This is an optimization exercise on Yosys and OpenROAD, whose aim is small area, not a production implementation.
Only simulation tests tie the RTL to the original design; equivalence was not proved.
The clock port is modelled as an ideal driver; clocking choices that lean on that would not hold on a real chip.
No activity file was given, so power comes from the tool's default toggle rates.

File: design.v
package segPkg;
  localparam int NUM_LAYERS = 4;
  localparam int PIX_W = 8;
  typedef logic [PIX_W-1:0] pixel_t;
  typedef logic [PIX_W-1:0] weight_t;
  typedef logic [NUM_LAYERS*PIX_W-1:0] layerVec_t;
  typedef logic [NUM_LAYERS-1:0] layerMask_t;
  localparam weight_t WEIGHT_MAX = 8'd255;
endpackage
`timescale 1ns/1ps
module bgLayerMatch (
  input  segPkg::pixel_t    cur_i,
  input  segPkg::pixel_t    th_i,
  input  segPkg::layerVec_t layer_i,
  output logic [3:0]        match_o
);
  function automatic logic lt8(input logic [7:0] x, input logic [7:0] y);
    logic c;
    c = 1'b0;
    for (int k = 0; k < 8; k++) begin
      c = (~x[k] & y[k]) | (~x[k] & c) | (y[k] & c);
    end
    lt8 = c;
  endfunction
  logic [8:0] hi;    
  logic [8:0] lo;    
  always_comb begin
    logic c;
    c = 1'b0;
    for (int k = 0; k < 8; k++) begin
      hi[k] = cur_i[k] ^ th_i[k] ^ c;
      c     = (cur_i[k] & th_i[k]) | (cur_i[k] & c) | (th_i[k] & c);
    end
    hi[8] = c;
    c = 1'b1;
    for (int k = 0; k < 8; k++) begin
      lo[k] = cur_i[k] ^ ~th_i[k] ^ c;
      c     = (cur_i[k] & ~th_i[k]) | (cur_i[k] & c) | (~th_i[k] & c);
    end
    lo[8] = ~c;
  end
  always_comb begin
    for (int i = 0; i < 4; i++) begin
      match_o[i] = (hi[8] | lt8(layer_i[i*8 +: 8], hi[7:0])) &
                   (lo[8] | lt8(lo[7:0], layer_i[i*8 +: 8]));
    end
  end
endmodule
`timescale 1ns/1ps
module fgDecide (
  input  logic [3:0]        matched_i,
  input  segPkg::layerVec_t bgLayerW_i,
  input  segPkg::weight_t   bgTh_i,
  output logic              mask_o,
  output logic [3:0]        winner_o,
  output logic              noMatch_o
);
  function automatic logic lt8(input logic [7:0] x, input logic [7:0] y);
    logic c;
    c = 1'b0;
    for (int k = 0; k < 8; k++) begin
      c = (~x[k] & y[k]) | (~x[k] & c) | (y[k] & c);
    end
    lt8 = c;
  endfunction
  logic [3:0] strongMatch;
  always_comb begin
    for (int i = 0; i < 4; i++) begin
      strongMatch[i] = matched_i[i] & lt8(bgTh_i, bgLayerW_i[i*8 +: 8]);
    end
  end
  assign mask_o = ~(|strongMatch);
  assign winner_o[3] = matched_i[3];
  assign winner_o[2] = matched_i[2] & ~matched_i[3];
  assign winner_o[1] = matched_i[1] & ~(|matched_i[3:2]);
  assign winner_o[0] = matched_i[0] & ~(|matched_i[3:1]);
  assign noMatch_o   = ~(|matched_i);
endmodule
`timescale 1ns/1ps
module bgColorUpdate (
  input  logic              update_i,
  input  logic [3:0]        winner_i,
  input  logic              noMatch_i,
  input  segPkg::pixel_t    cur_i,
  input  segPkg::layerVec_t layer_i,
  output segPkg::layerVec_t layer_o
);
  function automatic logic lt8(input logic [7:0] x, input logic [7:0] y);
    logic c;
    c = 1'b0;
    for (int k = 0; k < 8; k++) begin
      c = (~x[k] & y[k]) | (~x[k] & c) | (y[k] & c);
    end
    lt8 = c;
  endfunction
  segPkg::pixel_t bw;     
  segPkg::pixel_t nw;     
  logic           up, dn;
  always_comb begin
    bw = '0;
    for (int i = 0; i < 4; i++) begin
      bw = bw | (layer_i[i*8 +: 8] & {8{winner_i[i]}});
    end
  end
  assign up = lt8(bw, cur_i);
  assign dn = lt8(cur_i, bw);
  always_comb begin
    logic p;
    p = up | dn;
    for (int k = 0; k < 8; k++) begin
      nw[k] = bw[k] ^ p;
      p     = p & (bw[k] ^ dn);
    end
  end
  always_comb begin
    for (int i = 0; i < 4; i++) begin
      layer_o[i*8 +: 8] = (update_i & winner_i[i]) ? nw : layer_i[i*8 +: 8];
    end
    if (update_i & noMatch_i) layer_o[7:0] = cur_i;
  end
endmodule
`timescale 1ns/1ps
module bgWeightUpdate (
  input  logic              update_i,
  input  logic [3:0]        winner_i,
  input  logic              noMatch_i,
  input  segPkg::weight_t   buildStep_i,
  input  segPkg::layerVec_t weight_i,
  output segPkg::layerVec_t weight_o
);
  logic [7:0] ww, dW;
  always_comb begin
    ww = '0;
    for (int i = 0; i < 4; i++) ww = ww | (weight_i[i*8 +: 8] & {8{winner_i[i]}});
  end
  always_comb begin
    logic c, g;
    c = 1'b0; g = 1'b1;
    for (int k = 0; k < 8; k++) begin
      dW[k] = buildStep_i[k] ^ c;
      c = (ww[k] & buildStep_i[k]) | (ww[k] & c) | (buildStep_i[k] & c);
      g = (ww[k] & buildStep_i[k]) | (ww[k] & g) | (buildStep_i[k] & g);
    end
    dW = dW & {8{~g}};
  end
  always_comb begin
    for (int i = 0; i < 4; i++) begin
      logic [7:0] w; logic z, a, b;
      w = weight_i[i*8 +: 8];
      a = update_i & ~winner_i[i] & (|w);
      b = update_i & winner_i[i];
      z = 1'b1;
      for (int k = 0; k < 8; k++) begin
        weight_o[i*8 + k] = w[k] ^ ((a & z) | (b & dW[k]));
        z = z & ~w[k];
      end
    end
    if (update_i & noMatch_i) weight_o[7:0] = '0;
  end
endmodule
`timescale 1ns/1ps
module segOutReg (
  input  logic      clk_i,
  input  logic      arstN_i,
  input  logic      mask_i,
  input  segPkg::layerVec_t updY_i,
  input  segPkg::layerVec_t updU_i,
  input  segPkg::layerVec_t updV_i,
  input  segPkg::layerVec_t updW_i,
  output segPkg::layerVec_t newLayerY_o,
  output segPkg::layerVec_t newLayerU_o,
  output segPkg::layerVec_t newLayerV_o,
  output segPkg::layerVec_t newLayerW_o,
  output logic      mask_o
);
  always_ff @(posedge clk_i or negedge arstN_i) begin
    if (!arstN_i) begin
      newLayerY_o <= '0;
      newLayerU_o <= '0;
      newLayerV_o <= '0;
      newLayerW_o <= '0;
      mask_o      <= 1'b0;
    end else begin
      newLayerY_o <= updY_i;
      newLayerU_o <= updU_i;
      newLayerV_o <= updV_i;
      newLayerW_o <= updW_i;
      mask_o      <= mask_i;
    end
  end
endmodule
`timescale 1ns/1ps
module segCore (
  input  logic      clk_i,
  input  logic      arstN_i,
  input  segPkg::pixel_t    bdThY_i,
  input  segPkg::pixel_t    bdThU_i,
  input  segPkg::pixel_t    bdThV_i,
  input  segPkg::weight_t   bgTh_i,
  input  logic      update_i,
  input  segPkg::weight_t   buildStep_i,
  input  segPkg::pixel_t    curY_i,
  input  segPkg::pixel_t    curU_i,
  input  segPkg::pixel_t    curV_i,
  input  segPkg::layerVec_t bgLayerY_i,
  input  segPkg::layerVec_t bgLayerU_i,
  input  segPkg::layerVec_t bgLayerV_i,
  input  segPkg::layerVec_t bgLayerW_i,
  output segPkg::layerVec_t newLayerY_o,
  output segPkg::layerVec_t newLayerU_o,
  output segPkg::layerVec_t newLayerV_o,
  output segPkg::layerVec_t newLayerW_o,
  output logic      mask_o
);
  logic [3:0] mY, mU, mV, matched;
  logic [3:0] winner;
  logic       noMatch;
  logic       maskComb;
  segPkg::layerVec_t updY, updU, updV, updW;
  bgLayerMatch i_mY (.cur_i(curY_i), .th_i(bdThY_i), .layer_i(bgLayerY_i), .match_o(mY));
  bgLayerMatch i_mU (.cur_i(curU_i), .th_i(bdThU_i), .layer_i(bgLayerU_i), .match_o(mU));
  bgLayerMatch i_mV (.cur_i(curV_i), .th_i(bdThV_i), .layer_i(bgLayerV_i), .match_o(mV));
  assign matched = mY & mU & mV;
  fgDecide i_decide (
    .matched_i  (matched),
    .bgLayerW_i (bgLayerW_i),
    .bgTh_i     (bgTh_i),
    .mask_o     (maskComb),
    .winner_o   (winner),
    .noMatch_o  (noMatch)
  );
  bgColorUpdate i_updY (.update_i(update_i), .winner_i(winner), .noMatch_i(noMatch),
                        .cur_i(curY_i), .layer_i(bgLayerY_i), .layer_o(updY));
  bgColorUpdate i_updU (.update_i(update_i), .winner_i(winner), .noMatch_i(noMatch),
                        .cur_i(curU_i), .layer_i(bgLayerU_i), .layer_o(updU));
  bgColorUpdate i_updV (.update_i(update_i), .winner_i(winner), .noMatch_i(noMatch),
                        .cur_i(curV_i), .layer_i(bgLayerV_i), .layer_o(updV));
  bgWeightUpdate i_updW (
    .update_i    (update_i),
    .winner_i    (winner),
    .noMatch_i   (noMatch),
    .buildStep_i (buildStep_i),
    .weight_i    (bgLayerW_i),
    .weight_o    (updW)
  );
  segOutReg i_outReg (
    .clk_i       (clk_i),
    .arstN_i     (arstN_i),
    .mask_i      (maskComb),
    .updY_i      (updY),
    .updU_i      (updU),
    .updV_i      (updV),
    .updW_i      (updW),
    .newLayerY_o (newLayerY_o),
    .newLayerU_o (newLayerU_o),
    .newLayerV_o (newLayerV_o),
    .newLayerW_o (newLayerW_o),
    .mask_o      (mask_o)
  );
endmodule
File: flow/run.sh
#!/bin/bash
# Layout flow: the standard ORFS flow with
#  - synthesis: the standard script, without the full-adder extraction and
#    with an area-oriented ABC script (registers untouched),
#  - port buffers of the smallest buffer cell,
#  - a clock tree of small clock buffers, without dummy loads.
set -euo pipefail
export MY_WORK=$PWD
export MY_ABC_SCRIPT=$PWD/flow/abc.script
bash standard.sh SYNTH_SCRIPT=$PWD/flow/my_synth.tcl ADDER_MAP_FILE= synth > synth.log 2>&1
bash standard.sh \
  "BUFFER_PORTS_ARGS=-buffer_cell sky130_fd_sc_hd__buf_1" \
  "CTS_ARGS=-sink_clustering_enable -repair_clock_nets -dont_use_dummy_load -buf_list sky130_fd_sc_hd__clkbuf_4 -root_buf sky130_fd_sc_hd__clkbuf_8" \
  finish > layout.log 2>&1
File: flow/abc.script
strash
balance
rewrite
refactor
balance
rewrite
rewrite -z
balance
refactor -z
rewrite -z
balance
dch
amap
File: flow/my_synth.tcl
# The standard synthesis (synth_recipe.tcl), with only the combinational
# mapping script given to ABC replaced by flow/abc.script.
proc abc {args} {
  set i [lsearch -exact $args -script]
  if {$i >= 0} {
    lset args [expr {$i + 1}] $::env(MY_ABC_SCRIPT)
  }
  yosys abc {*}$args
}
source $::env(MY_WORK)/synth_recipe.tcl
File: standard.sh
#!/bin/bash
# synth_recipe.tcl (not shown) runs the flow's synth.tcl, then flattens the netlist and writes it again
# the make line also repeats each setting of config.mk as NAME=value (left out here)
make -C /OpenROAD-flow-scripts/flow DESIGN_CONFIG=/design/flow/config.mk WORK_HOME=/design/flow/orfs CLKGATE_MAP_FILE= SYNTH_SCRIPT=/design/flow/synth_recipe.tcl "${@:-finish}"
File: config.mk
export PLATFORM = sky130hd
export DESIGN_NAME = segCore
export DESIGN_NICKNAME = segCore
export VERILOG_FILES = /design/flow/design.v
export SDC_FILE = /design/flow/constraint.sdc
export NUM_CORES = 4
export LEC_CHECK = 0
export ABC_AREA = 1
export CAP_MARGIN = 0
export CORE_MARGIN = 2
export CORE_UTILIZATION = 65
export GPL_TIMING_DRIVEN = 0
export PLACE_DENSITY = 0.75
export SLEW_MARGIN = 0
File: constraint.sdc
create_clock -name core_clock -period 10.0 [get_ports {clk_i}]
set_input_delay 2.0000 -clock core_clock [delete_from_list [all_inputs] [get_ports {clk_i}]]
set_output_delay 2.0000 -clock core_clock [all_outputs]
set_load 0.01 [all_outputs]
==> summary.txt, run 1 <==
initial antenna violation count=2; number of clock sinks=around 130; CP startpoint=curU_i[0]; CTS tree=built; chip width=131 um; Peak VDD IR=between 100 and 150 uV; Max Clk Rate=about 100 MHz; Syn Nets=between 1,500 and 2,000; status=complete, but fails checks; Cell Area, Placed=roughly 12,000 um2; crit path kind=in -> reg; I/O pins=324; Critical Path RT=10.25 ns; post-DP HPWL=30.9 mm; Antenna Nets Post-Route=0; crit path launch type=input pin; overflow left after global routing=0; Clock transition at path regs=roughly 0.1 ns; Worst Path Arrival=9.90 ns; H-Tree Depth=4; Post-Layout Cell Count=2,097; synthesized area per cell=~6.9 um2; Final GP Congestion=1.02; fillers=1,194; pin count of the biggest net entering global routing=41; Max clock buf depth=2; Post-Syn Area=~10,000 um2; maximum single-stage delay on the critical path=around 0.50 ns; Rel. slew slack=-1.24%; area grow syn2layout=20.5%; first-pass GRT wire length=63.3 mm; area leader, netlist=dfrtp_1; fin crit period=9.65 ns; Synthesis Warnings=5; root buffer cell=clkbuf_8; Final Cycle Share=96.5%; final WL=42.8 mm; Netlist cell types=32; CP Max Fanout=20; worst setup path endpoint=i_outReg.newLayerU_o[3]; Hold Vio Cnt, Final=0; Post-synth EDFFs=0; most frequent CP cell=a21oi_1; Yosys reg bits=129; slowest CP cell=nor4b_1; Seq/Total Area, Yosys=about 31%; prevailing post-synth register cell=dfrtp_1; via count=14,400; post-placement setup slack=-1.70 ns; # DRC=0; Starting Density=66.0%; share of layout cells above drive strength 1=4.57%; die area=around 17,000 um2; Hold-fix buffers, CTS=0; core box area=15,800 um2; standard-cell rows=46; number of global-route vias before repair=around 13,000; Die Ht=131 um; max cap viols=2; WL/cell=about 20 um; Slew Limit Fails=36; Final #Nets=a little over 2,000; post-route cell area=12,500 um2; Setup-failing EPs final=0; violated checks=max-capacitance violations, max-slew violations; Tot GR Track Use=47.7%; vias per inst=6.86; worst-margin pin slew=approximately 1.5 ns; drt pass-1 iters=11; DP Cell Count=2,068; Worst Setup End Kind=register; CTS buffer count=17; top post-synthesis cells by area=dfrtp_1 31%, a21oi_1 12%, o21ai_0 9.9%; I/O Buffers=~320; P_leak=0.00438 uW; post-route setup slack=0.348 ns; Initial DRC Count=approximately 2,700; Hold WC Path Type=in -> async; area share of the largest cell type after synthesis=31.0%; asr flop ratio synth=100%; Power per Cell Area=about 180 nW/um2; Cells after Synth=1,519; Worst Hold Margin=1.63 ns
-- how the worst min path moves through the flow --
stage                         from                  endpoint  slack [ns]  depth (start not counted)
finish                     arstN_i  i_outReg.newLayerU_o[16]        1.63                          1
global route               arstN_i  i_outReg.newLayerU_o[16]        1.67                          1
CTS                        arstN_i  i_outReg.newLayerU_o[16]        1.63                          1
detailed placement         arstN_i  i_outReg.newLayerU_o[19]        2.10                          1
global placement    bgLayerW_i[17]  i_outReg.newLayerW_o[17]        2.26                          2
floorplan                  arstN_i           i_outReg.mask_o        1.70                          0
-- metrics by stage --
step	setup TNS [ns]	total power [uW]	util, %
2_1_floorplan	0	1460	-
3_3_place_gp	-432.10	1830	75.4
3_5_place_dp	-144.30	1890	76.8
4_1_cts	0	2170	78.1
5_1_grt	-8.67	2410	79.5
6_report	0	2280	79.5
-- Yosys cell counts, drive strengths merged, types with 7 or more instances --
cell and instances:
o22ai 131, o221ai 33, or3 10, a21oi 247, or2 12, a221oi 19
nor2 230, a211oi 7, nand2 53, o21a 30, a22oi 16, clkinv 272
nand2b 7, a222oi 46, nor2b 11, o21ai 205, nor3 9, o211ai 15
dfrtp 129
-- cells by family after synthesis --
logic type	after synthesis	synth area share, %
AO/OA/AOI/OAI	771	45.2
flip-flops	129	31.0
AND/OR/NAND/NOR	347	14.0
buffers and inverters	272	9.81
-- power by group --
part,leakage [uW],switching (uW),internal (uW)
clock,0.0000808,177,83.2
sequential,0.00150,29.8,621
combinational,0.00280,940,430
-- state kept, by name (all words and copies together), names as in the netlist --
register and count:
i_outReg.newLayerW_o 32, i_outReg.newLayerV_o 32, i_outReg.mask_o 1, i_outReg.newLayerU_o 32
i_outReg.newLayerY_o 32
-- worst max-delay path: cells and delay by family --
kind            cells  cell delay, ns
compound gates     24            4.68
simple gates       13            1.84
buf+inv             8            1.36
-- timing repair --
item                                   4_1_cts  5_1_grt
setup buffers                                4        5
pin swaps                                    1        4
endpoints found under the hold margin        0        0
setup endpoints to repair                  121      117
gates resized for setup                     12       53
gates cloned                                 1        0
-- layout by cell type (no fill, tap or decap), drive strengths merged, types with 2 or more instances in the layout --
cell,instances
o22ai,131
o21ai,205
nand2,53
a21boi,3
a211oi,7
o221ai,33
a21oi,247
o32ai,5
nor2b,11
nand3,3
or3,10
nor4,2
nand4,5
nand2b,7
a222oi,46
buf,343
a221oi,19
a22oi,16
dfrtp,129
or2,12
o21a,30
o21bai,6
o211a,2
nor2,231
nor4b,3
o221a,4
nor3,9
clkbuf,17
o211ai,15
clkinv,270
-- layer usage --
metal  track usage, %  part of all wire [%]  vias to the layer above
li1                 -                     -                     6375
met1             57.5                    33                     6272
met2             72.2                    42                     1382
met3             17.1                    16                      360
met4             30.9                   8.2                        2
met5                0                 0.028                        -
-- cell type report --
class,count,area (um2),area share (%)
Multi-Input combinational cell,1119,6370,50.8
Sequential cell,129,3230,25.7
Timing Repair Buffer,343,1500,12.0
Inverter,272,1030,8.24
Tap cell,216,270,2.15
Clock buffer,17,134,1.07
Antenna cell,1,2.50,0.0200
==> inputs of run 2 (changes only) <==
==> flow/run.sh (replaced) <==
#!/bin/bash
# Layout flow: the standard ORFS flow with
#  - synthesis: the standard script, without the full-adder extraction and
#    with an area-oriented ABC script (registers untouched),
#  - port buffers of the smallest buffer cell,
#  - a clock tree of small clock buffers, without dummy loads,
#  - the largest buffers kept out of the layout's repairs.
set -euo pipefail
export MY_WORK=$PWD
export MY_ABC_SCRIPT=$PWD/flow/abc.script
bash standard.sh SYNTH_SCRIPT=$PWD/flow/my_synth.tcl ADDER_MAP_FILE= synth > synth.log 2>&1
DU="sky130_fd_sc_hd__probe_p_8 sky130_fd_sc_hd__probec_p_8 sky130_fd_sc_hd__lpflow_bleeder_1 sky130_fd_sc_hd__lpflow_clkbufkapwr_1 sky130_fd_sc_hd__lpflow_clkbufkapwr_16 sky130_fd_sc_hd__lpflow_clkbufkapwr_2 sky130_fd_sc_hd__lpflow_clkbufkapwr_4 sky130_fd_sc_hd__lpflow_clkbufkapwr_8 sky130_fd_sc_hd__lpflow_clkinvkapwr_1 sky130_fd_sc_hd__lpflow_clkinvkapwr_16 sky130_fd_sc_hd__lpflow_clkinvkapwr_2 sky130_fd_sc_hd__lpflow_clkinvkapwr_4 sky130_fd_sc_hd__lpflow_clkinvkapwr_8 sky130_fd_sc_hd__lpflow_decapkapwr_12 sky130_fd_sc_hd__lpflow_decapkapwr_3 sky130_fd_sc_hd__lpflow_decapkapwr_4 sky130_fd_sc_hd__lpflow_decapkapwr_6 sky130_fd_sc_hd__lpflow_decapkapwr_8 sky130_fd_sc_hd__lpflow_inputiso0n_1 sky130_fd_sc_hd__lpflow_inputiso0p_1 sky130_fd_sc_hd__lpflow_inputiso1n_1 sky130_fd_sc_hd__lpflow_inputiso1p_1 sky130_fd_sc_hd__lpflow_inputisolatch_1 sky130_fd_sc_hd__lpflow_isobufsrc_1 sky130_fd_sc_hd__lpflow_isobufsrc_16 sky130_fd_sc_hd__lpflow_isobufsrc_2 sky130_fd_sc_hd__lpflow_isobufsrc_4 sky130_fd_sc_hd__lpflow_isobufsrc_8 sky130_fd_sc_hd__lpflow_isobufsrckapwr_16 sky130_fd_sc_hd__lpflow_lsbuf_lh_hl_isowell_tap_1 sky130_fd_sc_hd__lpflow_lsbuf_lh_hl_isowell_tap_2 sky130_fd_sc_hd__lpflow_lsbuf_lh_hl_isowell_tap_4 sky130_fd_sc_hd__lpflow_lsbuf_lh_isowell_4 sky130_fd_sc_hd__lpflow_lsbuf_lh_isowell_tap_1 sky130_fd_sc_hd__lpflow_lsbuf_lh_isowell_tap_2 sky130_fd_sc_hd__lpflow_lsbuf_lh_isowell_tap_4"
DU="$DU $(cat flow/dont_use.txt)"
bash standard.sh \
  "DONT_USE_CELLS=$DU" \
  "BUFFER_PORTS_ARGS=-buffer_cell sky130_fd_sc_hd__buf_1" \
  "CTS_ARGS=$(cat flow/cts_args.txt)" \
  finish > layout.log 2>&1
==> flow/abc.script (replaced) <==
strash
&get -n
&deepsyn -T 30
&nf -R 1000
&put
==> flow/cts_args.txt (new file) <==
-sink_clustering_enable -repair_clock_nets -dont_use_dummy_load -buf_list sky130_fd_sc_hd__clkbuf_8
==> flow/dont_use.txt (new file) <==
sky130_fd_sc_hd__buf_8 sky130_fd_sc_hd__buf_12 sky130_fd_sc_hd__buf_16 sky130_fd_sc_hd__clkbuf_16
--- a/config.mk
+++ b/config.mk
@@ -6,9 +6,8 @@
 export NUM_CORES = 4
 export LEC_CHECK = 0
 export ABC_AREA = 1
-export CAP_MARGIN = 0
+export CAP_MARGIN = 20
 export CORE_MARGIN = 2
-export CORE_UTILIZATION = 65
+export CORE_UTILIZATION = 40
 export GPL_TIMING_DRIVEN = 0
-export PLACE_DENSITY = 0.75
-export SLEW_MARGIN = 0
+export SLEW_MARGIN = 20
==> summary.txt, run 2 <==
status=complete, no violations; root buffer cell=clkbuf_8; number of clock sinks=129 (unchanged); Max Clk Rate=103 MHz (-0.45%); overall power=2400 uW (+5.4%); Rel. slew slack=39.5% (+41 points); Final Cycle Share=97.0% (+0.44 points); via count=11,000 (-23%); most frequent CP cell=maj3_1; post-placement setup slack=-1.05 ns (+0.651 ns); Critical Path RT=10.37 ns (+0.12 ns); I/O Buffers=323 (unchanged); most frequent cells in the layout=322 x buf_1, 173 x nand2_1, 129 x dfrtp_1; most frequent cell after synthesis=nand2_1; H-Tree Depth=4 (unchanged); Worst Hold Margin=1.51 ns (-0.121 ns); CTS buffer count=17 (unchanged); Antenna Nets Post-Route=0 (unchanged); CTS tree=built; Synthesis Warnings=5 (unchanged); Final #Nets=1,781 (-14%); Starting Density=40.7% (-25 points); max cap viols=0 (-2); Tot GR Track Use=30.8% (-17 points); # DRC=0 (unchanged); crit path launch type=input pin; pin count of the biggest net entering global routing=63 (+54%); core box area=24,200 um2 (+54%); Hold WC Path Type=in -> async; drt pass-1 iters=8 (-3); Post-Syn Area=9870 um2 (-5.2%); chip width=161 um (+23%); Syn Nets=1,425 (-17%); Hold-fix buffers, CTS=0 (unchanged); Initial DRC Count=1,092 (-59%); Seq/Total Area, Yosys=32.7% (+1.7 points); Worst Path Arrival=10.07 ns (+0.17 ns); Netlist cell types=52 (+63%); asr flop ratio synth=100% (unchanged); prevailing post-synth register cell=dfrtp_1; Peak VDD IR=87.2 uV (-21%); Power per Cell Area=200 nW/um2 (+10%); WL/cell=21.2 um (+3.9%); final WL=40.5 mm (-5.3%); fin crit period=9.70 ns (+0.0439 ns); Worst Setup End Kind=register; post-route setup slack=0.304 ns (-0.0439 ns); Post-Layout Cell Count=1,911 (-8.9%); DP Cell Count=1,889 (-8.7%); worst-margin pin slew=0.901 ns (-0.608 ns); vias per inst=5.78 (-16%); area grow syn2layout=21.7%; area share of the largest cell type after synthesis=32.7% (+1.7 points); Clock transition at path regs=0.09 ns (about the same); Setup-failing EPs final=0 (unchanged); Yosys reg bits=129 (unchanged); Post-synth EDFFs=0 (unchanged); Hold Vio Cnt, Final=0 (unchanged); first-pass GRT wire length=61.6 mm (-2.7%); number of global-route vias before repair=10,900 (-14%); die area=26,000 um2 (+52%); overflow left after global routing=0 (unchanged); synthesized area per cell=8.02 um2 (+17%); I/O pins=324 (unchanged); top post-synthesis cells by count=177 x nand2_1, 129 x dfrtp_1, 129 x nor2_1, 129 x o21ai_0, 121 x maj3_1; Die Ht=161 um (+23%); Final GP Congestion=0.949 (-7.0%); P_leak=0.00435 uW (-0.77%); standard-cell rows=57 (+24%); RSZ-0062 raised after global routing=false; share of layout cells above drive strength 1=3.47% (-1.1 points); Cells after Synth=1,230 (-19%); CP Max Fanout=22 (+10%); top post-synthesis cells by area=dfrtp_1 33%, maj3_1 12%, nand2_1 6.7%; final core occ=49.5% (-30 points); initial antenna violation count=2 (unchanged); commonest non-fill, non-tap cell in the layout=buf_1; Max clock buf depth=2 (unchanged); area leader, netlist=dfrtp_1; slowest CP cell=a2111oi_2; crit path kind=in -> reg; Slew Limit Fails=0 (-100%); post-DP HPWL=31.1 mm (+0.82%); maximum single-stage delay on the critical path=0.44 ns (-0.06 ns)
-- run 2: cell types whose count changed after synthesis, moves of 20 or more --
cell      change
nand2_1     +124
a21oi_1     -141
o21ai_0      -76
maj3_1      +121
o221ai_1     -29
o22ai_1      -98
nor2_1      -101
xor2_1       +20
xnor2_1      +69
o21a_1       -24
clkinv_1    -200
-- run 2: cell families (layout without fill, tap and decap cells) --
logic type / count (synthesis) / count (layout) / synth area share, %
AOI/OAI and AO/OA: 411 / 411 / 26.3
and+or+nand+nor: 401 / 401 / 17.4
DFF: 129 / 129 / 32.7
adders and majority gates: 121 / 121 / 12.3
xor gates and xnor gates: 89 / 89 / 7.90
buffers and inverters: 72 / 426 / 2.74
muxes: 7 / 7 / 0.723
other: 0 / 3 / 0
-- run 2: layer usage --
metal	share of wire, %	wire, um	GRT usage, %
met1	42	16900	40.2
met2	47	18900	50.7
met3	8.5	3440	6.01
met4	3.1	1260	11.7
met5	0	0	0
-- run 2: through the flow --
stage	instance area, um2	TNS [ns]
finish	12000	0
floorplan	9870	0
detailed placement	11700	-33.33
global placement	11500	-346.26
CTS	11900	0
global route	12000	0
-- run 2: layout make-up --
| class | count | area (um2) |
|---|---|---|
| multi-input cells | 1029 | 6510 |
| well taps | 324 | 405 |
| fillers | 2506 | 12200 |
| flip-flops and latches | 129 | 3230 |
| repair buffers | 337 | 1360 |
| diodes | 3 | 7.51 |
| clock buffers | 17 | 234 |
| inverters | 72 | 270 |
-- run 2: path summary, 6_finish.rpt --
path | start | endpoint
min in group core_clock | bgLayerY_i[16] | i_outReg.newLayerY_o[16]
hold / removal | arstN_i | i_outReg.newLayerV_o[25]
setup / recovery | curV_i[2] | i_outReg.newLayerW_o[1]
max in group asynchronous | arstN_i | i_outReg.newLayerU_o[22]
-- run 2: where the power goes --
| part | switching, uW | internal, uW |
|---|---|---|
| registers | 34.3 | 642 |
| logic | 917 | 468 |
| clock network | 195 | 150 |
| total | 1150 | 1260 |
-- run 2: worst max-delay path, delay by kind of cell --
family                     cells  cell delay, ns
buffers and inverters          3            0.68
adders and majority gates      9            3.52
AOI/OAI and AO/OA             12            2.66
xor gates and xnor gates       1            0.14
and+or+nand+nor                7            1.03
-- run 2: what timing repair did --
action	4_1_cts	5_1_grt
buffers inserted	2	0
gates resized for setup	2	13
setup endpoints to repair	32	85
==> inputs of run 3 (changes only) <==
==> flow/dont_use.txt (replaced) <==
sky130_fd_sc_hd__buf_6 sky130_fd_sc_hd__buf_8 sky130_fd_sc_hd__buf_12 sky130_fd_sc_hd__buf_16 sky130_fd_sc_hd__clkbuf_16
==> summary.txt, run 3 <==
status=complete, no violations; Critical Path RT=10.38 ns (about the same); vias per inst=5.80 (+0.44%); fin crit period=9.65 ns (-0.0415 ns); Initial DRC Count=1,072 (-1.8%); number of global-route vias before repair=10,900 (+0.47%); most frequent cells in the layout=320 x buf_1, 173 x nand2_1, 129 x dfrtp_1; Worst Path Arrival=10.03 ns (-0.04 ns); area share of the largest cell type after synthesis=32.7% (unchanged); number of clock sinks=129 (unchanged); Syn Nets=1,425 (unchanged); Antenna Nets Post-Route=0 (unchanged); Setup-failing EPs final=0 (unchanged); pin count of the biggest net entering global routing=63 (unchanged); crit path launch type=input pin; overflow left after global routing=0 (unchanged); Hold-fix buffers, CTS=0 (unchanged); prevailing post-synth register cell=dfrtp_1; Peak VDD IR=84.2 uV (-3.4%); Final Cycle Share=96.5% (-0.42 points); commonest non-fill, non-tap cell in the layout=buf_1; Hold Vio Cnt, Final=0 (unchanged); Max clock buf depth=2 (unchanged); Post-synth EDFFs=0 (unchanged); I/O pins=324 (unchanged); Tot GR Track Use=31.0% (+0.16 points); Hold WC Path Type=in -> async; asr flop ratio synth=100% (unchanged); max cap viols=0 (unchanged); first-pass GRT wire length=61.7 mm (+0.27%); CP Max Fanout=17 (-23%); post-route setup slack=0.345 ns (+0.0415 ns); post-placement setup slack=-1.19 ns (-0.143 ns); P_leak=0.00447 uW (+2.8%); slowest CP cell=maj3_1; Worst Setup End Kind=register; fillers=2,484 (-0.88%); area grow syn2layout=23.8%; WL/cell=21.2 um (about the same); Clock transition at path regs=0.09 ns (about the same); # DRC=0 (unchanged); most frequent cell after synthesis=nand2_1; synthesized area per cell=8.02 um2 (unchanged); Netlist cell types=52 (unchanged); Slew Limit Fails=0 (unchanged); Power per Cell Area=200 nW/um2 (-0.23%); CTS buffer count=17 (unchanged); share of layout cells above drive strength 1=3.97% (+0.50 points); final setup TNS=0 ns (unchanged); CTS tree=built; maximum single-stage delay on the critical path=0.45 ns (about the same); standard-cell rows=57 (unchanged); multi-input logic area=6550 um2 (+0.65%); RSZ-0062 raised after global routing=false; Cells after Synth=1,230 (unchanged); drt pass-1 iters=8 (unchanged); top post-synthesis cells by count=177 x nand2_1, 129 x dfrtp_1, 129 x nor2_1, 129 x o21ai_0, 121 x maj3_1; area leader, netlist=dfrtp_1; worst-margin pin slew=1.03 ns (+0.131 ns); die area=26,000 um2 (unchanged); root buffer cell=clkbuf_8; overall power=2440 uW (+1.5%); Final GP Congestion=0.949 (unchanged); Die Ht=161 um (unchanged); Synthesis Warnings=5 (unchanged); Max Clk Rate=104 MHz (+0.43%); Final #Nets=1,782 (+0.056%); post-DP HPWL=31.1 mm (about the same); via count=11,100 (+0.60%); most frequent CP cell=maj3_1; Seq/Total Area, Yosys=32.7% (unchanged); crit path kind=in -> reg; Starting Density=40.7% (unchanged); core box area=24,200 um2 (unchanged); initial antenna violation count=3 (+1); I/O Buffers=323 (unchanged); Rel. slew slack=30.3% (-9.2 points); Yosys reg bits=129 (unchanged); final WL=40.5 mm (about the same); top post-synthesis cells by area=dfrtp_1 33%, maj3_1 12%, nand2_1 6.7%; Worst Hold Margin=1.50 ns (-0.0160 ns); Post-Syn Area=9870 um2 (unchanged); register area=3230 um2 (unchanged); chip width=161 um (unchanged); H-Tree Depth=4 (unchanged)
run 3: cell counts after synthesis:
Identical to the previous run, type by type.
run 3: what timing repair did:
item	in CTS	in global routing
pin swaps	0	1
resized for setup	5	18
endpoints found under the setup margin	35	101
cloned	0	1
setup buffers	1	1
run 3: routing by layer:
layer  GRT usage (%)  up-vias  wire length (um)
met5               0        -                 0
li1                -     5276                 -
met2            50.9      493             19100
met3            6.01       82              3260
met4            11.6        0              1170
met1            40.5     5254             17000
run 3: cell type report:
cell class / instances / share of cell area, %
multi-input combinational: 1030 / 53.6
clock buffer: 17 / 1.91
tap: 324 / 3.32
timing repair buffer: 337 / 12.5
sequential: 129 / 26.4
inverter: 72 / 2.21
antenna: 5 / 0.102
run 3: worst max-delay path: cells and delay by family:
kind,cells,cell delay [ns]
xor gates and xnor gates,1,0.19
AOI/OAI and AO/OA,12,2.54
adders and majority gates,9,3.58
buffers and inverters,2,0.55
and+or+nand+nor,8,1.12
run 3: through the flow:
stage	cell area, um2	util [%]	instances
finish	12200	50.4	1914
global route	12200	50.4	1911
CTS	12100	49.9	1907
detailed placement	11800	48.7	1889
global placement	11500	47.4	1877
floorplan	9870	-	1230
run 3: path summary, 6_finish.rpt:
check                          startpoint                  endpoint
max                            bdThV_i[1]   i_outReg.newLayerW_o[3]
min                               arstN_i  i_outReg.newLayerV_o[25]
max in group asynchronous         arstN_i  i_outReg.newLayerU_o[22]
min in group core_clock    bgLayerY_i[16]  i_outReg.newLayerY_o[16]
run 3: cell families after synthesis:
group / share of synthesized area (%)
compound gates: 26.3
buf+inv: 2.74
fa+ha+maj: 12.3
simple gates: 17.4
xor+xnor: 7.90
mux: 0.723
flops: 32.7
run 3: report_power, final:
| group | switching [uW] | total (uW) | leakage [uW] | internal [uW] |
|---|---|---|---|---|
| clock | 193 | 343 | 0.000122 | 150 |
| combinational | 919 | 1420 | 0.00284 | 503 |
| sequential | 34.9 | 677 | 0.00151 | 642 |
| total | 1150 | 2440 | 0.00447 | 1290 |
==> inputs of run 4 (changes only) <==
==> flow/cts_args.txt (replaced) <==
-sink_clustering_enable -repair_clock_nets -dont_use_dummy_load -buf_list sky130_fd_sc_hd__clkbuf_4 -root_buf sky130_fd_sc_hd__clkbuf_8 -sink_buffer_max_cap_derate 0.6
==> flow/dont_use.txt (replaced) <==
sky130_fd_sc_hd__buf_8 sky130_fd_sc_hd__buf_12 sky130_fd_sc_hd__buf_16 sky130_fd_sc_hd__clkbuf_16
--- a/config.mk
+++ b/config.mk
@@ -8,6 +8,7 @@
 export ABC_AREA = 1
 export CAP_MARGIN = 20
 export CORE_MARGIN = 2
-export CORE_UTILIZATION = 40
+export CORE_UTILIZATION = 55
 export GPL_TIMING_DRIVEN = 0
+export PLACE_DENSITY = 0.7
 export SLEW_MARGIN = 20
==> summary.txt, run 4 <==
status=complete, no violations; pin count of the biggest net entering global routing=63 (unchanged); Hold-fix buffers, CTS=0 (unchanged); Netlist cell types=52 (unchanged); Cell Area, Placed=11,500 um2 (-2.5%); largest delay contributor family on the critical path=adder cells; share of layout cells above drive strength 1=3.22% (-0.75 points); Final #Nets=1,779 (-0.17%); fin crit period=9.56 ns (-0.0919 ns); Die Ht=138 um (-14%); overflow left after global routing=0 (unchanged); standard-cell rows=48 (-16%); maximum single-stage delay on the critical path=0.60 ns (+0.15 ns); root buffer cell=clkbuf_8; chip width=138 um (-14%); Seq/Total Area, Yosys=32.7% (unchanged); Syn Nets=1,425 (unchanged); Cells after Synth=1,230 (unchanged); Clock transition at path regs=0.10 ns (about the same); Final Cycle Share=95.6% (-0.92 points); CTS buffer count=17 (unchanged); top post-synthesis cells by area=dfrtp_1 33%, maj3_1 12%, nand2_1 6.7%; final core occ=67.4% (+17 points); slowest CP cell=or4_1; top post-synthesis cells by count=177 x nand2_1, 129 x dfrtp_1, 129 x nor2_1, 129 x o21ai_0, 121 x maj3_1; Worst Setup End Kind=register; number of global-route vias before repair=10,400 (-5.2%); crit path launch type=input pin; drt pass-1 iters=10 (+2); worst-margin pin slew=0.956 ns (-0.0767 ns); asr flop ratio synth=100% (unchanged); Slew Limit Fails=0 (unchanged); Tot GR Track Use=37.7% (+6.7 points); Peak VDD IR=99.4 uV (+18%); XOR/XNOR share of the synthesized area=7.90% (unchanged); most frequent CP cell=maj3_1; Post-Synth Adder-Cell Area=12.3% (unchanged); Final GP Congestion=0.933 (-1.7%); CP Depth=30 (-6.3%); mux cell area share after synthesis=0.723% (unchanged); initial antenna violation count=0 (-3); Post-Syn Area=9870 um2 (unchanged); P_leak=0.00430 uW (-3.9%); Yosys reg bits=129 (unchanged); prevailing post-synth register cell=dfrtp_1; core box area=17,400 um2 (-28%); crit path buf inv count=2 (unchanged); post-DP HPWL=27.3 mm (-12%); post-route cell area=11,700 um2 (-3.9%); I/O Buffers=323 (unchanged); area grow syn2layout=19.0%; most frequent cells in the layout=320 x buf_1, 172 x nand2_1, 129 x dfrtp_1; CTS tree=built; number of clock sinks=129 (unchanged); CP Max Fanout=27 (+10); simple-gate share of the synthesized area=17.4% (unchanged); area share of the largest cell type after synthesis=32.7% (unchanged); Synthesis Warnings=5 (unchanged); Max clock buf depth=2 (unchanged); synthesized area per cell=8.02 um2 (unchanged); Post-synth EDFFs=0 (unchanged); Critical Path RT=10.36 ns (-0.02 ns); final setup TNS=0 ns (unchanged); Compound-Gate Fraction of Synth Area=26.3% (unchanged); Ant. Diodes=0 (-5); area leader, netlist=dfrtp_1; crit path kind=in -> reg; die area=19,000 um2 (-27%); Setup-failing EPs final=0 (unchanged); fillers=1,589 (-36%); I/O pins=324 (unchanged); WL/cell=20.2 um (-4.8%); via count=11,300 (+1.7%); vias per inst=6.25 (+7.7%); Rel. slew slack=36.1% (+5.9 points); commonest non-fill, non-tap cell in the layout=buf_1; first-pass GRT wire length=54.8 mm (-11%); H-Tree Depth=4 (unchanged); largest family of logic cells by synthesized area=compound AO/OA/AOI/OAI gates; # DRC=0 (unchanged); overall power=2280 uW (-6.5%); Hold WC Path Type=in -> async; final WL=36.4 mm (-10%); Power per Cell Area=194 nW/um2 (-2.7%); most frequent cell after synthesis=nand2_1; Worst Path Arrival=9.92 ns (-0.11 ns); max cap viols=0 (unchanged); Initial DRC Count=1,199 (+12%); Max Clk Rate=105 MHz (+0.96%); Antenna Nets Post-Route=0 (unchanged); Hold Vio Cnt, Final=0 (unchanged); Starting Density=56.7% (+16 points)
run 4: cell counts after synthesis:
Identical to the previous run, type by type.
run 4: power by group:
| group | internal [uW] | switching, uW | leakage [uW] |
|---|---|---|---|
| Sequential | 641 | 35.1 | 0.00151 |
| Combinational | 463 | 881 | 0.00271 |
| Clock | 83.3 | 181 | 0.0000808 |
| Total | 1190 | 1100 | 0.00430 |
run 4: cell families after synthesis:
kind of cell / after synthesis
AO/OA/AOI/OAI: 411
buffers and inverters: 72
XOR/XNOR: 89
flip-flops: 129
adder cells (fa/ha/maj): 121
AND/OR/NAND/NOR: 401
multiplexers: 7
run 4: timing repair:
action	4_1_cts	5_1_grt
resized for setup	1	15
setup buffers	1	1
pin swaps	0	2
gates cloned	0	1
endpoints found under the setup margin	40	90
run 4: metal layers:
| metal | track usage [%] | routed length [um] | vias to the layer above |
|---|---|---|---|
| li1 | - | - | 5268 |
| met1 | 47.9 | 14000 | 5183 |
| met2 | 60.8 | 16700 | 726 |
| met3 | 9.58 | 4240 | 117 |
| met4 | 16.3 | 1470 | 0 |
| met5 | 0 | 0 | - |
run 4: cell type report:
class,count,area (um2),share of cell area [%]
clock buffer,17,134,1.14
inverter,72,270,2.30
multi-input combinational,1030,6500,55.4
sequential,129,3230,27.5
tap,225,282,2.40
timing repair buffer,334,1330,11.3
run 4: path summary, 6_finish.rpt:
kind | startpoint | endpoint | slack [ns]
setup / recovery | curU_i[1] | i_outReg.newLayerW_o[3] | 0.44
max in group asynchronous | arstN_i | i_outReg.newLayerW_o[23] | 7.23
hold / removal | arstN_i | i_outReg.newLayerV_o[17] | 1.62
min in group core_clock | bgLayerY_i[16] | i_outReg.newLayerY_o[16] | 1.83
run 4: stage by stage:
step	setup WS, ns	std cells	hold WS, ns
after floorplan	0.0696	1230	1.70
after global placement	-2.77	1778	2.28
after detailed placement	-1.04	1787	2.09
after CTS	0.0654	1805	1.62
after global routing	-0.00550	1807	1.64
final	0.437	1807	1.62
==> inputs of run 5 (changes only) <==
--- a/config.mk
+++ b/config.mk
@@ -8,7 +8,7 @@
 export ABC_AREA = 1
 export CAP_MARGIN = 20
 export CORE_MARGIN = 2
-export CORE_UTILIZATION = 55
+export CORE_UTILIZATION = 50
 export GPL_TIMING_DRIVEN = 0
-export PLACE_DENSITY = 0.7
+export PLACE_DENSITY = 0.65
 export SLEW_MARGIN = 20
==> summary.txt, run 5 <==
commonest non-fill, non-tap cell in the layout=buf_1; final WL=37.2 mm (+2.0%); P_leak=0.00434 uW (+0.94%); max cap viols=0 (unchanged); multi-input logic area=6530 um2 (+0.46%); Sw Pwr=1110 uW (+1.4%); post-route cell area=11,900 um2 (+1.2%); CP Max Fanout=24 (-11%); Hold-fix buffers, CTS=0 (unchanged); CTS tree=built; Max clock buf depth=2 (unchanged); WL/cell=20.1 um (-0.44%); area leader, netlist=dfrtp_1; asr flop ratio synth=100% (unchanged); Seq/Total Area, Yosys=32.7% (unchanged); Clk pwr share=11.6% (about the same); Antenna Nets Post-Route=0 (unchanged); Yosys reg bits=129 (unchanged); register area=3230 um2 (unchanged); via count=11,100 (-1.5%); combinational share of power=59.1% (+0.2 points); crit path kind=in -> reg; Worst Path Arrival=9.97 ns (+0.05 ns); DP Cell Count=1,832 (+2.5%); initial antenna violation count=0 (unchanged); Worst Setup End Kind=register; Final GP Congestion=0.912 (-2.3%); Final Cycle Share=96.3% (+0.70 points); Post-Layout Cell Count=1,852 (+2.5%); Rel. slew slack=34.4% (-1.8 points); CTS buffer count=17 (unchanged); Tot GR Track Use=35.5% (-2.2 points); Slew Limit Fails=0 (unchanged); overflow left after global routing=0 (unchanged); I/O Buffers=323 (unchanged); I/O pins=324 (unchanged); slowest CP cell=or4_1; worst-margin pin slew=0.976 ns (+0.0202 ns); top post-synthesis cells by area=dfrtp_1 33%, maj3_1 12%, nand2_1 6.7%; final setup TNS=0 ns (unchanged); number of global-route vias before repair=10,400 (+0.72%); Hold WC Path Type=in -> async; Critical Path RT=10.33 ns (-0.03 ns); top post-synthesis cells by count=177 x nand2_1, 129 x dfrtp_1, 129 x nor2_1, 129 x o21ai_0, 121 x maj3_1; first-pass GRT wire length=56.9 mm (+3.9%); prevailing post-synth register cell=dfrtp_1; number of clock sinks=129 (unchanged); maximum single-stage delay on the critical path=0.53 ns (-0.07 ns); synthesized area per cell=8.02 um2 (unchanged); area share of the largest cell type after synthesis=32.7% (unchanged); Power per Cell Area=194 nW/um2 (-0.17%); Peak VDD IR=93.0 uV (-6.4%); Syn Nets=1,425 (unchanged); Cells after Synth=1,230 (unchanged); fin crit period=9.63 ns (+0.0704 ns); Max Clk Rate=104 MHz (-0.73%); share of layout cells above drive strength 1=3.91% (+0.68 points); post-DP HPWL=28.7 mm (+4.9%); H-Tree Depth=4 (unchanged); most frequent cell after synthesis=nand2_1; fillers=1,902 (+20%); Starting Density=50.9% (-5.8 points); drt pass-1 iters=7 (-3); area grow syn2layout=20.4%; core box area=19,400 um2 (+11%); final core occ=61.2% (-6.2 points); most frequent cells in the layout=320 x buf_1, 172 x nand2_1, 129 x dfrtp_1; standard-cell rows=51 (+6.3%); Post-synth EDFFs=0 (unchanged); most frequent CP cell=maj3_1; vias per inst=6.01 (-3.9%); Internal=1190 uW (+0.65%); Netlist cell types=52 (unchanged); Setup-failing EPs final=0 (unchanged); Post-Syn Area=9870 um2 (unchanged); sequential share of power=29.3% (-0.3 points); die area=20,900 um2 (+9.7%); Cell Area, Placed=11,600 um2 (+0.93%); crit path launch type=input pin; # DRC=0 (unchanged); Worst Hold Margin=1.41 ns (-0.202 ns); Synthesis Warnings=5 (unchanged); Final #Nets=1,784 (+0.28%); Ant. Diodes=0 (unchanged); Die Ht=145 um (+4.7%); Initial DRC Count=1,390 (+16%); status=complete, no violations; Hold Vio Cnt, Final=0 (unchanged); root buffer cell=clkbuf_8; pin count of the biggest net entering global routing=63 (unchanged); Clock transition at path regs=0.10 ns (about the same); chip width=145 um (+4.7%); Sw Share=48.2% (+0.17 points)
-- run 5: how the worst max path moves through the flow --
stage | start | end
3_3_place_gp | curV_i[1] | i_outReg.newLayerW_o[6]
5_1_grt | curU_i[1] | i_outReg.newLayerW_o[1]
3_5_place_dp | curV_i[1] | i_outReg.newLayerW_o[30]
6_report | curY_i[1] | i_outReg.newLayerW_o[0]
4_1_cts | curV_i[1] | i_outReg.newLayerW_o[6]
2_1_floorplan | bdThV_i[2] | i_outReg.newLayerW_o[3]
-- run 5: what timing repair did --
action                                  4_1_cts  5_1_grt
endpoints found under the hold margin         0        0
buffers inserted                              1        1
pin swaps                                     0        2
gates resized for setup                       2       18
gates cloned                                  0        1
endpoints found under the setup margin       32       77
-- run 5: kinds of logic (layout without fill, tap and decap cells) --
family / count (synthesis) / after routing / share of synthesized area (%)
AO/OA/AOI/OAI: 411 / 412 / 26.3
XOR/XNOR: 89 / 89 / 7.90
adder cells (fa/ha/maj): 121 / 121 / 12.3
buffers and inverters: 72 / 428 / 2.74
flip-flops: 129 / 129 / 32.7
multiplexers: 7 / 7 / 0.723
AND/OR/NAND/NOR: 401 / 401 / 17.4
-- run 5: metal layers --
| metal | routed length [um] | global-route usage, % | vias to the layer above |
|---|---|---|---|
| li1 | - | - | 5264 |
| met1 | 15500 | 48.0 | 5200 |
| met2 | 16800 | 56.3 | 577 |
| met3 | 3760 | 7.62 | 84 |
| met4 | 1090 | 12.3 | 0 |
| met5 | 0 | 0 | - |
-- run 5: area by class of cell --
class	count	share of cell area, %
Multi-Input combinational cell	1030	55.0
Sequential cell	129	27.2
Inverter	72	2.27
Timing Repair Buffer	339	11.6
Clock buffer	17	1.13
Tap cell	265	2.79
-- run 5: power by group through the flow --
stage	clock [uW]	sequential, uW	combinational, uW
3_5_place_dp	0	686	1310
4_1_cts	270	676	1320
3_3_place_gp	0	688	1270
6_report	268	676	1360
5_1_grt	291	690	1500
2_1_floorplan	0	752	783
-- run 5: per-stage QoR --
stage,setup WS [ns],total power [uW]
6_report,0.367,2310
5_1_grt,-0.0433,2480
4_1_cts,0.0500,2270
3_5_place_dp,-1.05,2000
3_3_place_gp,-2.99,1960
2_1_floorplan,0.0696,1530
-- run 5: critical path: cells and delay by family --
kind	cells	cell delay, ns
xor+xnor	1	0.28
fa+ha+maj	9	3.51
compound gates	6	1.24
simple gates	12	2.34
buf+inv	2	0.57
==> inputs of run 6 (changes only) <==
--- a/config.mk
+++ b/config.mk
@@ -8,7 +8,7 @@
 export ABC_AREA = 1
 export CAP_MARGIN = 20
 export CORE_MARGIN = 2
-export CORE_UTILIZATION = 50
+export CORE_UTILIZATION = 60
 export GPL_TIMING_DRIVEN = 0
-export PLACE_DENSITY = 0.65
+export PLACE_DENSITY = 0.75
 export SLEW_MARGIN = 20
==> summary.txt, run 6 <==
status=complete, no violations; max cap viols=0 (unchanged); Cells after Synth=1,230 (unchanged); Starting Density=61.7% (+11 points); drt pass-1 iters=8 (+1); crit path launch type=input pin; synthesized area per cell=8.02 um2 (unchanged); Clock transition at path regs=0.12 ns (+0.02 ns); post-route cell area=11,800 um2 (-1.1%); most frequent CP cell=maj3_1; overflow left after global routing=0 (unchanged); Sw Share=48.0% (-0.18 points); fin crit period=9.43 ns (-0.206 ns); largest delay contributor family on the critical path=adder cells; share of layout cells above drive strength 1=3.41% (-0.49 points); DP Cell Count=1,780 (-2.8%); Max clock buf depth=2 (unchanged); root buffer cell=clkbuf_8; top post-synthesis cells by count=177 x nand2_1, 129 x dfrtp_1, 129 x nor2_1, 129 x o21ai_0, 121 x maj3_1; most frequent cells in the layout=320 x buf_1, 173 x nand2_1, 129 x dfrtp_1; number of global-route vias before repair=10,800 (+3.5%); CP Depth=32 (+6.7%); Seq/Total Area, Yosys=32.7% (unchanged); prevailing post-synth register cell=dfrtp_1; Yosys reg bits=129 (unchanged); initial antenna violation count=0 (unchanged); vias per inst=6.38 (+6.2%); Max Clk Rate=106 MHz (+2.2%); WL/cell=19.9 um (-0.76%); Die Ht=132 um (-8.5%); Netlist cell types=52 (unchanged); Cell Area, Placed=11,500 um2 (-0.84%); crit path buf inv count=2 (unchanged); Hold Vio Cnt, Final=0 (unchanged); Final Cycle Share=94.3% (-2.1 points); top post-synthesis cells by area=dfrtp_1 33%, maj3_1 12%, nand2_1 6.7%; P_leak=0.00431 uW (-0.81%); maximum single-stage delay on the critical path=0.43 ns (-0.10 ns); pin count of the biggest net entering global routing=63 (unchanged); Clk pwr share=11.6% (about the same); Synthesis Warnings=5 (unchanged); CTS tree=built; Sw Pwr=1100 uW (-1.4%); slowest CP cell=a2111oi_2; post-DP HPWL=26.9 mm (-6.2%); area share of the largest cell type after synthesis=32.7% (unchanged); RSZ-0062 raised after global routing=false; Internal=1190 uW (-0.65%); worst setup path endpoint=i_outReg.newLayerW_o[6]; first-pass GRT wire length=55.5 mm (-2.5%); Post-synth EDFFs=0 (unchanged); Ant. Diodes=0 (unchanged); # DRC=0 (unchanged); Post-Layout Cell Count=1,798 (-2.9%); Hold WC Path Type=in -> async; Critical Path RT=10.35 ns (+0.02 ns); Tot GR Track Use=39.9% (+4.4 points); I/O Buffers=323 (unchanged); Setup-failing EPs final=0 (unchanged); H-Tree Depth=4 (unchanged); Slew Limit Fails=0 (unchanged); commonest non-fill, non-tap cell in the layout=buf_1; CP Max Fanout=23 (-4.2%); sequential share of power=29.6% (+0.3 points); number of clock sinks=129 (unchanged); Rel. slew slack=39.0% (+4.7 points); via count=11,500 (+3.1%); chip width=132 um (-8.5%); Syn Nets=1,425 (unchanged); Worst Path Arrival=9.78 ns (-0.19 ns); most frequent cell after synthesis=nand2_1; Antenna Nets Post-Route=0 (unchanged); worst-margin pin slew=0.907 ns (-0.0692 ns); die area=17,500 um2 (-16%); I/O pins=324 (unchanged); standard-cell rows=46 (-9.8%); area grow syn2layout=19.0%; Peak VDD IR=105 uV (+13%); post-placement setup slack=-0.844 ns (+0.201 ns); CP startpoint=curV_i[0]; crit path kind=in -> reg; CTS buffer count=17 (unchanged); Worst Setup End Kind=register; fillers=1,356 (-29%); final WL=35.8 mm (-3.7%); Power per Cell Area=194 nW/um2 (+0.11%); post-route setup slack=0.573 ns (+0.206 ns); Final #Nets=1,779 (-0.28%); asr flop ratio synth=100% (unchanged); Post-Syn Area=9870 um2 (unchanged); Final GP Congestion=1.00 (+9.6%); core box area=16,000 um2 (-18%); area leader, netlist=dfrtp_1; Initial DRC Count=1,480 (+6.5%); combinational share of power=58.8% (-0.3 points)
==> run 6: worst min-delay path by stage <==
stage | startpoint | end | slack, ns
after floorplan | arstN_i | i_outReg.mask_o | 1.70
after global placement | bgLayerY_i[8] | i_outReg.newLayerY_o[8] | 2.28
after detailed placement | arstN_i | i_outReg.newLayerV_o[25] | 2.08
after CTS | arstN_i | i_outReg.newLayerV_o[27] | 1.60
after global routing | arstN_i | i_outReg.newLayerV_o[19] | 1.62
final | arstN_i | i_outReg.newLayerV_o[19] | 1.58
==> run 6: metrics by stage <==
stage	util, %	hold WS [ns]	total power (uW)	TNS (ns)
4_1_cts	73.0	1.60	2240	0
5_1_grt	73.4	1.62	2430	0
3_3_place_gp	71.0	2.28	1930	-251.45
3_5_place_dp	72.1	2.08	1980	-22.02
6_report	73.4	1.58	2280	0
2_1_floorplan	-	1.70	1530	0
==> run 6: cells by family (layout without fill, tap and decap cells) <==
kind of cell / Yosys count / after routing / synth area share [%]
flip-flops: 129 / 129 / 32.7
multiplexers: 7 / 7 / 0.723
AO/OA/AOI/OAI: 411 / 411 / 26.3
buffers and inverters: 72 / 424 / 2.74
XOR/XNOR: 89 / 89 / 7.90
adder cells (fa/ha/maj): 121 / 121 / 12.3
AND/OR/NAND/NOR: 401 / 401 / 17.4
==> run 6: power by group through the flow <==
stage,clock network (uW),logic [uW],registers [uW]
floorplan,0,783,752
detailed placement,0,1290,685
CTS,262,1300,675
global route,287,1460,684
finish,265,1340,676
global placement,0,1250,685
==> run 6: layer usage <==
layer / GRT usage, % / share of wire, % / wire length, um
met5: 0 / 0 / 0
met4: 15.9 / 3.8 / 1370
met3: 9.34 / 12 / 4390
met2: 65.1 / 46 / 16400
met1: 51.4 / 38 / 13600
==> run 6: layout make-up <==
class	count	area [um2]	share of cell area, %
multi-input combinational	1029	6500	55.4
sequential	129	3230	27.5
timing repair buffer	335	1340	11.4
inverter	72	270	2.30
tap	216	270	2.30
clock buffer	17	134	1.14
==> run 6: timing repair <==
action,4_1_cts,5_1_grt
hold buffers,0,0
endpoints found under the setup margin,28,82
cloned,0,0
buffers inserted,1,0
resized for setup,1,18
==> inputs of run 7 (changes only) <==
--- a/flow/run.sh
+++ b/flow/run.sh
@@ -14,5 +14,6 @@
 bash standard.sh \
   "DONT_USE_CELLS=$DU" \
   "BUFFER_PORTS_ARGS=-buffer_cell sky130_fd_sc_hd__buf_1" \
+  "POST_CTS_TCL=$PWD/flow/post_cts.tcl" \
   "CTS_ARGS=$(cat flow/cts_args.txt)" \
   finish > layout.log 2>&1
==> flow/post_cts.tcl (new file) <==
estimate_parasitics -placement
set upsized 0
foreach buf [get_cells clkbuf*] {
  if {[get_property $buf ref_name] != "sky130_fd_sc_hd__clkbuf_4"} { continue }
  set out [get_pins -of_objects $buf -filter "direction==output"]
  set worst 0
  foreach pin [get_pins -of_objects [get_nets -of_objects $out] -filter "direction==input"] {
    foreach prop {slew_max_rise slew_max_fall} {
      set s [get_property $pin $prop]
      if {$s > $worst} { set worst $s }
    }
  }
  if {$worst > 0.100} {
    puts "post_cts: [get_full_name $buf] sink slew $worst, now clkbuf_8"
    replace_cell $buf sky130_fd_sc_hd__clkbuf_8
    incr upsized
  }
}
puts "post_cts: upsized $upsized clock buffers"
if {$upsized > 0} {
  detailed_placement
  check_placement -verbose
}
--- a/config.mk
+++ b/config.mk
@@ -8,7 +8,7 @@
 export ABC_AREA = 1
 export CAP_MARGIN = 20
 export CORE_MARGIN = 2
-export CORE_UTILIZATION = 60
+export CORE_UTILIZATION = 70
 export GPL_TIMING_DRIVEN = 0
-export PLACE_DENSITY = 0.75
+export PLACE_DENSITY = 0.8
 export SLEW_MARGIN = 20
==> summary.txt, run 7 <==
status=complete, no violations; RSZ-0062 raised after global routing=false; Worst Hold Margin=1.41 ns (-0.173 ns); via count=12,200 (+6.0%); Cells after Synth=1,230 (unchanged); final WL=37.3 mm (+4.1%); Synthesis Warnings=5 (unchanged); drt pass-1 iters=11 (+3); post-placement setup slack=-0.800 ns (+0.0446 ns); standard-cell rows=43 (-6.5%); Power per Cell Area=199 nW/um2 (+2.4%); share of layout cells above drive strength 1=3.22% (-0.19 points); asr flop ratio synth=100% (unchanged); fillers=886 (-35%); Worst Path Arrival=10.06 ns (+0.28 ns); number of clock sinks=129 (unchanged); CP Depth=29 (-9.4%); Hold Vio Cnt, Final=0 (unchanged); most frequent cell after synthesis=nand2_1; Die Ht=123 um (-7.2%); Final GP Congestion=1.01 (+0.72%); I/O Buffers=323 (unchanged); die area=15,100 um2 (-14%); Peak VDD IR=100 uV (-4.3%); Seq/Total Area, Yosys=32.7% (unchanged); area share of the largest cell type after synthesis=32.7% (unchanged); first-pass GRT wire length=56.5 mm (+1.8%); largest delay contributor family on the critical path=adder cells; Final Cycle Share=97.0% (+2.7 points); area leader, netlist=dfrtp_1; Antenna Nets Post-Route=0 (unchanged); worst setup path endpoint=i_outReg.newLayerW_o[5]; crit path launch type=input pin; chip width=123 um (-7.2%); Clock transition at path regs=0.11 ns (about the same); P_leak=0.00431 uW (+0.16%); core box area=13,800 um2 (-14%); Initial DRC Count=2,345 (+58%); area grow syn2layout=18.7%; synthesized area per cell=8.02 um2 (unchanged); most frequent CP cell=maj3_1; WL/cell=21.1 um (+6.0%); slowest CP cell=nor4_1; Post-Syn Area=9870 um2 (unchanged); Worst Setup End Kind=register; post-route setup slack=0.298 ns (-0.275 ns); post-route cell area=11,700 um2 (-0.30%); commonest non-fill, non-tap cell in the layout=buf_1; Yosys reg bits=129 (unchanged); Post-synth EDFFs=0 (unchanged); Slew Limit Fails=0 (unchanged); pin count of the biggest net entering global routing=63 (unchanged); CTS tree=built; Starting Density=71.4% (+9.7 points); vias per inst=6.89 (+8.0%); Hold WC Path Type=in -> async; prevailing post-synth register cell=dfrtp_1; Critical Path RT=10.36 ns (about the same); Setup-failing EPs final=0 (unchanged); Final #Nets=1,781 (+0.11%); overflow left after global routing=0 (unchanged); number of global-route vias before repair=11,400 (+5.4%); most frequent cells in the layout=322 x buf_1, 173 x nand2_1, 129 x dfrtp_1; Syn Nets=1,425 (unchanged); CP Max Fanout=18 (-22%); Rel. slew slack=32.0% (-7.0 points); Tot GR Track Use=48.7% (+8.8 points); Max Clk Rate=103 MHz (-2.8%); initial antenna violation count=0 (unchanged); CP startpoint=curY_i[2]; # DRC=0 (unchanged); post-DP HPWL=27.5 mm (+2.1%); max cap viols=0 (unchanged); Netlist cell types=52 (unchanged); worst-margin pin slew=1.01 ns (+0.105 ns); top post-synthesis cells by count=177 x nand2_1, 129 x dfrtp_1, 129 x nor2_1, 129 x o21ai_0, 121 x maj3_1; top post-synthesis cells by area=dfrtp_1 33%, maj3_1 12%, nand2_1 6.7%; crit path buf inv count=1 (-1); Cell Area, Placed=11,500 um2 (-0.49%); fin crit period=9.70 ns (+0.275 ns); maximum single-stage delay on the critical path=0.66 ns (+0.23 ns); I/O pins=324 (unchanged); crit path kind=in -> reg
[run 7: through the flow]
stage | setup TNS [ns] | cells | power, uW | utilization, %
after floorplan | 0 | 1230 | 1530 | -
after global placement | -215.15 | 1733 | 1910 | 81.8
after detailed placement | -26.03 | 1743 | 1980 | 83.0
after global routing | 0 | 1764 | 2460 | 84.7
final | 0 | 1765 | 2330 | 84.7
[run 7: layer usage]
metal	global-route usage, %	routed length (um)	share of wire [%]
met1	58.0	12400	33
met2	74.8	16700	45
met3	16.4	5640	15
met4	32.1	2550	6.8
met5	0	0	0
[run 7: how the worst min path moves through the flow]
stage	startpoint	end
finish	arstN_i	i_outReg.newLayerV_o[9]
global route	arstN_i	i_outReg.newLayerV_o[13]
detailed placement	arstN_i	i_outReg.newLayerV_o[0]
global placement	bgLayerY_i[16]	i_outReg.newLayerY_o[16]
floorplan	arstN_i	i_outReg.mask_o
[run 7: cells by family after synthesis]
family	Yosys count	synth area share [%]
compound gates	411	26.3
xor+xnor	89	7.90
fa+ha+maj	121	12.3
buf+inv	72	2.74
flops	129	32.7
mux	7	0.723
simple gates	401	17.4
[run 7: layout make-up]
class / instances / area [um2] / share of cell area, %
inverter: 72 / 270 / 2.31
antenna: 1 / 2.50 / 0.0214
tap: 180 / 225 / 1.92
sequential: 129 / 3230 / 27.6
multi-input combinational: 1030 / 6490 / 55.4
timing repair buffer: 336 / 1340 / 11.4
clock buffer: 17 / 159 / 1.36
[run 7: power by group]
group          total, uW  switching (uW)  internal [uW]  leakage [uW]
clock                279             179           99.7     0.0000912
combinational       1370             909            463       0.00271
sequential           680            38.9            642       0.00151
==> inputs of run 8 (changes only) <==
--- a/config.mk
+++ b/config.mk
@@ -8,7 +8,8 @@
 export ABC_AREA = 1
 export CAP_MARGIN = 20
 export CORE_MARGIN = 2
-export CORE_UTILIZATION = 70
+export CORE_UTILIZATION = 60
+export GPL_ROUTABILITY_DRIVEN = 0
 export GPL_TIMING_DRIVEN = 0
-export PLACE_DENSITY = 0.8
+export PLACE_DENSITY = 0.75
 export SLEW_MARGIN = 20
==> summary.txt, run 8 <==
status=complete, no violations; Initial DRC Count=1,510 (-36%); most frequent cell after synthesis=nand2_1; area grow syn2layout=19.3%; number of clock sinks=129 (unchanged); first-pass GRT wire length=54.9 mm (-2.9%); via count=11,400 (-6.2%); slowest CP cell=maj3_1; Worst Hold Margin=1.57 ns (+0.162 ns); Critical Path RT=10.35 ns (about the same); most frequent cells in the layout=322 x buf_1, 173 x nand2_1, 129 x dfrtp_1; number of global-route vias before repair=10,700 (-5.6%); Final #Nets=1,781 (unchanged); Hold Vio Cnt, Final=0 (unchanged); Post-Syn Area=9870 um2 (unchanged); RSZ-0062 raised after global routing=false; Seq/Total Area, Yosys=32.7% (unchanged); vias per inst=6.33 (-8.1%); standard-cell rows=46 (+7.0%); Netlist cell types=52 (unchanged); I/O pins=324 (unchanged); fin crit period=9.56 ns (-0.142 ns); Max Clk Rate=105 MHz (+1.5%); Rel. slew slack=35.1% (+3.1 points); crit path kind=in -> reg; initial antenna violation count=0 (unchanged); worst-margin pin slew=0.966 ns (-0.0461 ns); Syn Nets=1,425 (unchanged); crit path launch type=input pin; Yosys reg bits=129 (unchanged); Antenna Nets Post-Route=0 (unchanged); most frequent CP cell=maj3_1; register area=3230 um2 (unchanged); WL/cell=19.7 um (-6.8%); prevailing post-synth register cell=dfrtp_1; fillers=1,366 (+54%); top post-synthesis cells by count=177 x nand2_1, 129 x dfrtp_1, 129 x nor2_1, 129 x o21ai_0, 121 x maj3_1; maximum single-stage delay on the critical path=0.42 ns (-0.24 ns); Post-synth EDFFs=0 (unchanged); Power per Cell Area=196 nW/um2 (-1.4%); Slew Limit Fails=0 (unchanged); post-DP HPWL=26.5 mm (-3.3%); synthesized area per cell=8.02 um2 (unchanged); drt pass-1 iters=11 (unchanged); share of layout cells above drive strength 1=3.09% (-0.13 points); Hold WC Path Type=in -> async; asr flop ratio synth=100% (unchanged); Ant. Diodes=0 (-1); Final Cycle Share=95.6% (-1.4 points); Synthesis Warnings=5 (unchanged); Tot GR Track Use=39.5% (-9.2 points); overflow left after global routing=0 (unchanged); max cap viols=0 (unchanged); core box area=16,000 um2 (+16%); P_leak=0.00432 uW (+0.23%); multi-input logic area=6480 um2 (about the same); Clock transition at path regs=0.11 ns (about the same); CP Max Fanout=23 (+5); Starting Density=61.7% (-9.7 points); Die Ht=132 um (+7.8%); Worst Setup End Kind=register; I/O Buffers=323 (unchanged); area leader, netlist=dfrtp_1; CP startpoint=curV_i[2]; Cells after Synth=1,230 (unchanged); Peak VDD IR=99.3 uV (-1.1%); commonest non-fill, non-tap cell in the layout=buf_1; chip width=132 um (+7.8%); CTS tree=built; area share of the largest cell type after synthesis=32.7% (unchanged); pin count of the biggest net entering global routing=63 (unchanged); Setup-failing EPs final=0 (unchanged); # DRC=0 (unchanged); die area=17,500 um2 (+16%); top post-synthesis cells by area=dfrtp_1 33%, maj3_1 12%, nand2_1 6.7%; final WL=35.4 mm (-5.0%); Worst Path Arrival=9.91 ns (-0.15 ns); final core occ=73.6% (-11 points)
## run 8: through the flow
step           power, uW  instances  area (um2)  setup slack (ns)  TNS, ns
3_3_place_gp        1930       1769       11400             -2.61  -249.96
6_report            2310       1800       11800             0.441        0
5_1_grt             2460       1800       11800            0.0329        0
3_5_place_dp        1970       1779       11500            -0.622   -13.99
2_1_floorplan       1530       1230        9870            0.0696        0
## run 8: area by class of cell
cell class	count	area share, %
clock buffer	17	1.51
inverter	72	2.30
multi-input combinational	1029	55.1
sequential	129	27.4
tap	216	2.30
timing repair buffer	337	11.4
## run 8: cell families (layout without fill, tap and decap cells)
family                     Yosys count  after routing  synth area share (%)
AOI/OAI and AO/OA                  411            411                  26.3
buffers and inverters               72            426                  2.74
and+or+nand+nor                    401            401                  17.4
xor gates and xnor gates            89             89                  7.90
muxes                                7              7                 0.723
adders and majority gates          121            121                  12.3
DFF                                129            129                  32.7
## run 8: final timing paths
| kind | to | slack, ns | depth (start not counted) |
|---|---|---|---|
| setup / recovery | i_outReg.newLayerW_o[3] | 0.44 | 32 |
| hold / removal | i_outReg.newLayerU_o[14] | 1.57 | 1 |
| max in group asynchronous | i_outReg.newLayerY_o[1] | 7.31 | 3 |
| min in group core_clock | i_outReg.newLayerU_o[21] | 1.82 | 3 |
## run 8: critical path, delay by kind of cell
family	cells	cell delay, ns
xor gates and xnor gates	1	0.12
AOI/OAI and AO/OA	12	2.81
buffers and inverters	2	0.45
adders and majority gates	9	3.43
and+or+nand+nor	8	1.12
## run 8: routing by layer
layer | vias up | part of all wire, % | GRT usage [%]
met5 | - | 0 | 0
met4 | 0 | 4.3 | 17.3
met3 | 132 | 12 | 9.34
met2 | 829 | 46 | 63.6
met1 | 5176 | 38 | 50.9
li1 | 5261 | - | -
## run 8: report_power, final
| group | internal (uW) | total (uW) | leakage (uW) | switching [uW] |
|---|---|---|---|---|
| sequential | 641 | 676 | 0.00151 | 34.8 |
| combinational | 463 | 1340 | 0.00271 | 876 |
| clock | 112 | 296 | 0.0000989 | 184 |
| total | 1220 | 2310 | 0.00432 | 1090 |

## static timing again, ports no longer ideal
In the flow no input, the clock included, has a driving cell. The finished layouts below were timed again as built, in two steps.
Step 1: set_driving_cell puts a clkbuf_16 on clk_i and a buf_2 on each other input, an assumption about the parent block.
Step 2 times the ports against the registers' clock, not the clock port: input delays grow and output delays shrink by t, the midpoint of the rising clock arrivals with the driver on.
Three values: ideal ports, drivers, drivers and shift; two values: the first two.
run	t, ns	setup slack, ns	latest minus earliest clock arrival (ns)
run 1	0.477	0.348 / 0.367 / -0.110	0.036 / 0.036
run 2	0.487	0.304 / 0.331 / -0.156	0.031 / 0.030
run 3	0.483	0.345 / 0.362 / -0.121	0.035 / 0.035
run 4	0.474	0.437 / 0.455 / -0.019	0.040 / 0.040
run 5	0.483	0.367 / 0.383 / -0.100	0.029 / 0.029
run 6	0.474	0.573 / 0.590 / 0.116	0.043 / 0.042
run 7	0.485	0.298 / 0.318 / -0.167	0.038 / 0.038
run 8	0.495	0.440 / 0.449 / -0.046	0.041 / 0.042
For run 8, which loses most, drivers alone change the setup slack by +0.009 ns; drivers and shift together by -0.486 ns.
